Source: an optimization exercise on an open RTL-to-GDS flow (aim: small area). Production flows keep margins and buffers that such runs may drop. The RTL was checked by simulation tests, not by an equivalence proof against the original design. No activity file was given, so power comes from the tool's default toggle rates.

## run C
==> flow/design.v (excerpt) <==
module goertzel_bin_scheduler #(
  parameter int X_WIDTH      = 16,
  parameter int W_WIDTH      = 16,
  parameter int CHANELS      = 2,
  parameter int FRAME_LENGTH = 64,
  parameter int N_BINS       = 4,
  localparam int BW = (N_BINS > 1) ? $clog2(N_BINS) : 1,
  localparam int XW = CHANELS * X_WIDTH
) (
  input  logic                      clk,
  input  logic                      rstn,
  input  logic                      s_valid,
  output logic                      s_ready,
  input  logic [XW-1:0]             s_x,
  input  logic                      cfg_we,
  input  logic [BW-1:0]             cfg_bin,
  input  logic signed [W_WIDTH-1:0] cfg_w_re,
  input  logic signed [W_WIDTH-1:0] cfg_w_im,
  output logic                      eng_valid,
  output logic [XW-1:0]             eng_x,
  output logic signed [W_WIDTH-1:0] eng_w_re,
  output logic signed [W_WIDTH-1:0] eng_w_im,
  input  logic                      eng_valid_o,
  output logic                      res_valid,
  output logic [BW-1:0]             res_bin,
  output logic                      res_last,
  output logic                      busy,
  output logic                      seq_err
);
Size in the first run: roughly 3400 cells after synthesis, roughly 2300 flip-flops, about 140 I/O pins, roughly 0.055 mm^2 of cells after synthesis.
Settings: LEC_CHECK=0, ABC_AREA=1, CAP_MARGIN=20, CORE_MARGIN=2, CORE_UTILIZATION=70, SLEW_MARGIN=20; clock period 6.5 ns.
standard.sh (not shown) runs the stock make flow with config.mk's settings and CLKGATE_MAP_FILE= SYNTH_SCRIPT=/design/flow/synth_recipe.tcl, a recipe that flattens the netlist after the stock synthesis.
==> flow/flow/run.sh <==
#!/bin/bash
# Standard ORFS layout (standard.sh) with three changes:
# - synthesis maps the logic with an area-oriented ABC script
#   (flow/abc_area.script, ABC's amap) in place of ORFS's abc_area.script;
#   the rest of the synthesis (registers, flattening, renaming) is the standard flow's own;
# - port buffers use the smallest buffer cell (sky130_fd_sc_hd__buf_1);
# - clock tree: clkbuf_16 for the root and trunk, clkbuf_8 for the sink
#   clusters of up to 20 registers, no dummy loads.
# Each step's output goes to its own log here (synth.log, standard.log).
set -e
export BUFFER_PORTS_ARGS="-buffer_cell sky130_fd_sc_hd__buf_1"
export CTS_ARGS="-sink_clustering_enable -repair_clock_nets -sink_clustering_size 20 -sink_clustering_max_diameter 50 -root_buf sky130_fd_sc_hd__clkbuf_16 -tree_buf sky130_fd_sc_hd__clkbuf_16 -sink_clustering_buffer sky130_fd_sc_hd__clkbuf_8 -buf_list {sky130_fd_sc_hd__clkbuf_8 sky130_fd_sc_hd__clkbuf_16} -dont_use_dummy_load"
rm -rf scripts_area
cp -r "$FLOW_HOME/scripts" scripts_area
cp flow/abc_area.script scripts_area/abc_area.script
SCRIPTS_DIR="$PWD/scripts_area" bash standard.sh synth > synth.log 2>&1
bash standard.sh > standard.log 2>&1
==> flow/flow/abc_area.script <==
strash
dch -f
amap -F 4 -A 4
topo
Input-level comparison between run P and run C:
==> flow/flow/run.sh <==
#!/bin/bash
# Standard ORFS layout (standard.sh) with two changes:
# - port buffers use the smallest buffer cell (sky130_fd_sc_hd__buf_1);
# - clock tree: clkbuf_16 for the root and trunk, clkbuf_8 for the sink
#   clusters of up to 20 registers, no dummy loads.
set -e
export BUFFER_PORTS_ARGS="-buffer_cell sky130_fd_sc_hd__buf_1"
export CTS_ARGS="-sink_clustering_enable -repair_clock_nets -sink_clustering_size 20 -sink_clustering_max_diameter 50 -root_buf sky130_fd_sc_hd__clkbuf_16 -tree_buf sky130_fd_sc_hd__clkbuf_16 -sink_clustering_buffer sky130_fd_sc_hd__clkbuf_8 -buf_list {sky130_fd_sc_hd__clkbuf_8 sky130_fd_sc_hd__clkbuf_16} -dont_use_dummy_load"
bash standard.sh > standard.log 2>&1
removed: flow/flow/abc_area.script
## What came out
- [run P vs run C] antenna diode count: higher in run P
- The non-filler instance count after layout in run P is 1.2 times that in run C.
- Run C reports its critical path capture point as eng_x[29] while run P reports s_ready.
- Measured against each other, run C and run P differ in leakage component of the power, the higher figure coming from run P.

--- another note on this design; it stands on its own ---

## orange
## goertzel_bin_scheduler
module goertzel_bin_scheduler #(
  parameter int X_WIDTH      = 16,
  parameter int W_WIDTH      = 16,
  parameter int CHANELS      = 2,
  parameter int FRAME_LENGTH = 64,
  parameter int N_BINS       = 4,
  localparam int BW = (N_BINS > 1) ? $clog2(N_BINS) : 1,
  localparam int XW = CHANELS * X_WIDTH
) (
  input  logic                      clk,
  input  logic                      rstn,
  input  logic                      s_valid,
  output logic                      s_ready,
  input  logic [XW-1:0]             s_x,
  input  logic                      cfg_we,
  input  logic [BW-1:0]             cfg_bin,
  input  logic signed [W_WIDTH-1:0] cfg_w_re,
  input  logic signed [W_WIDTH-1:0] cfg_w_im,
  output logic                      eng_valid,
  output logic [XW-1:0]             eng_x,
  output logic signed [W_WIDTH-1:0] eng_w_re,
  output logic signed [W_WIDTH-1:0] eng_w_im,
  input  logic                      eng_valid_o,
  output logic                      res_valid,
  output logic [BW-1:0]             res_bin,
  output logic                      res_last,
  output logic                      busy,
  output logic                      seq_err
);
For scale: ~2,500 cells after synthesis, about 2,200 flip-flops, about 140 I/O pins, ~68,000 µm² of cells after synthesis.
clock: 6.5 ns
lec_check: 0
cap_margin: 20
core_margin: 2
core_utilization: 70
cts_buf_list: sky130_fd_sc_hd__clkbuf_4
slew_margin: 20
run.sh (not shown) runs the stock make flow with config.mk's settings and CLKGATE_MAP_FILE= SYNTH_SCRIPT=/design/flow/synth_recipe.tcl, a recipe that flattens the netlist after the stock synthesis.
orange | stages: all done | timing, DRC, antenna: all pass
Modified inputs, purple compared to orange
Settings: CTS_BUF_LIST changed from sky130_fd_sc_hd__clkbuf_4 to sky130_fd_sc_hd__clkbuf_8; CTS_CLUSTER_SIZE newly set to 20.
## What came out
The clock edge transition at the registers on the reported setup and hold paths was comparable across purple and orange. Taking orange as the reference point, the met3 usage of purple falls by 1.0 points. The ratio of cells with drive above 1 in the final layout of purple is lower than that of orange. Sort purple and orange by internal power summed over all cells asc -> top: purple. The worst endpoint data arrival time reported for purple is smaller than that of orange by 0.22 ns. Compared with orange, in purple count of vias placed by the detailed router shows a reduction of 1,262; final period utilization shows a reduction of 3.5 points. Number of standard cells in the final layout excluding fillers delta for purple relative to orange: 6.6% lower. Compared to orange, the routing of purple uses less wire.

afterwards: timing with drivers on the ports:
The flow's constraints put no driver on any port. The routed layouts listed below were extracted and timed again, unchanged, in two steps.
Step 1 sets driving cells, clkbuf_16 on the clock port and buf_2 on the other inputs (assumed; they add their load-dependent delay and slew).
Step 2 times the ports against the registers' clock, not the clock port: input delays grow and output delays shrink by t, the midpoint of the rising clock arrivals with the driver on.
Slacks: ideal ports / drivers / drivers and shift; pairs: ideal ports / drivers.
run	t, ns	setup slack, ns	worst setup path at the end
run C	0.742	2.461 / 2.395 / 2.277	input to register
run P	0.760	2.453 / 2.387 / 2.445	input to register
orange	1.187	2.190 / 2.120 / 2.180	input to register
purple	0.968	2.414 / 2.343 / 2.182	input to register
After both steps every run listed still meets setup and hold. The setup slack of purple, which loses most, moves by -0.071 ns with the drivers and by -0.232 ns with both steps.
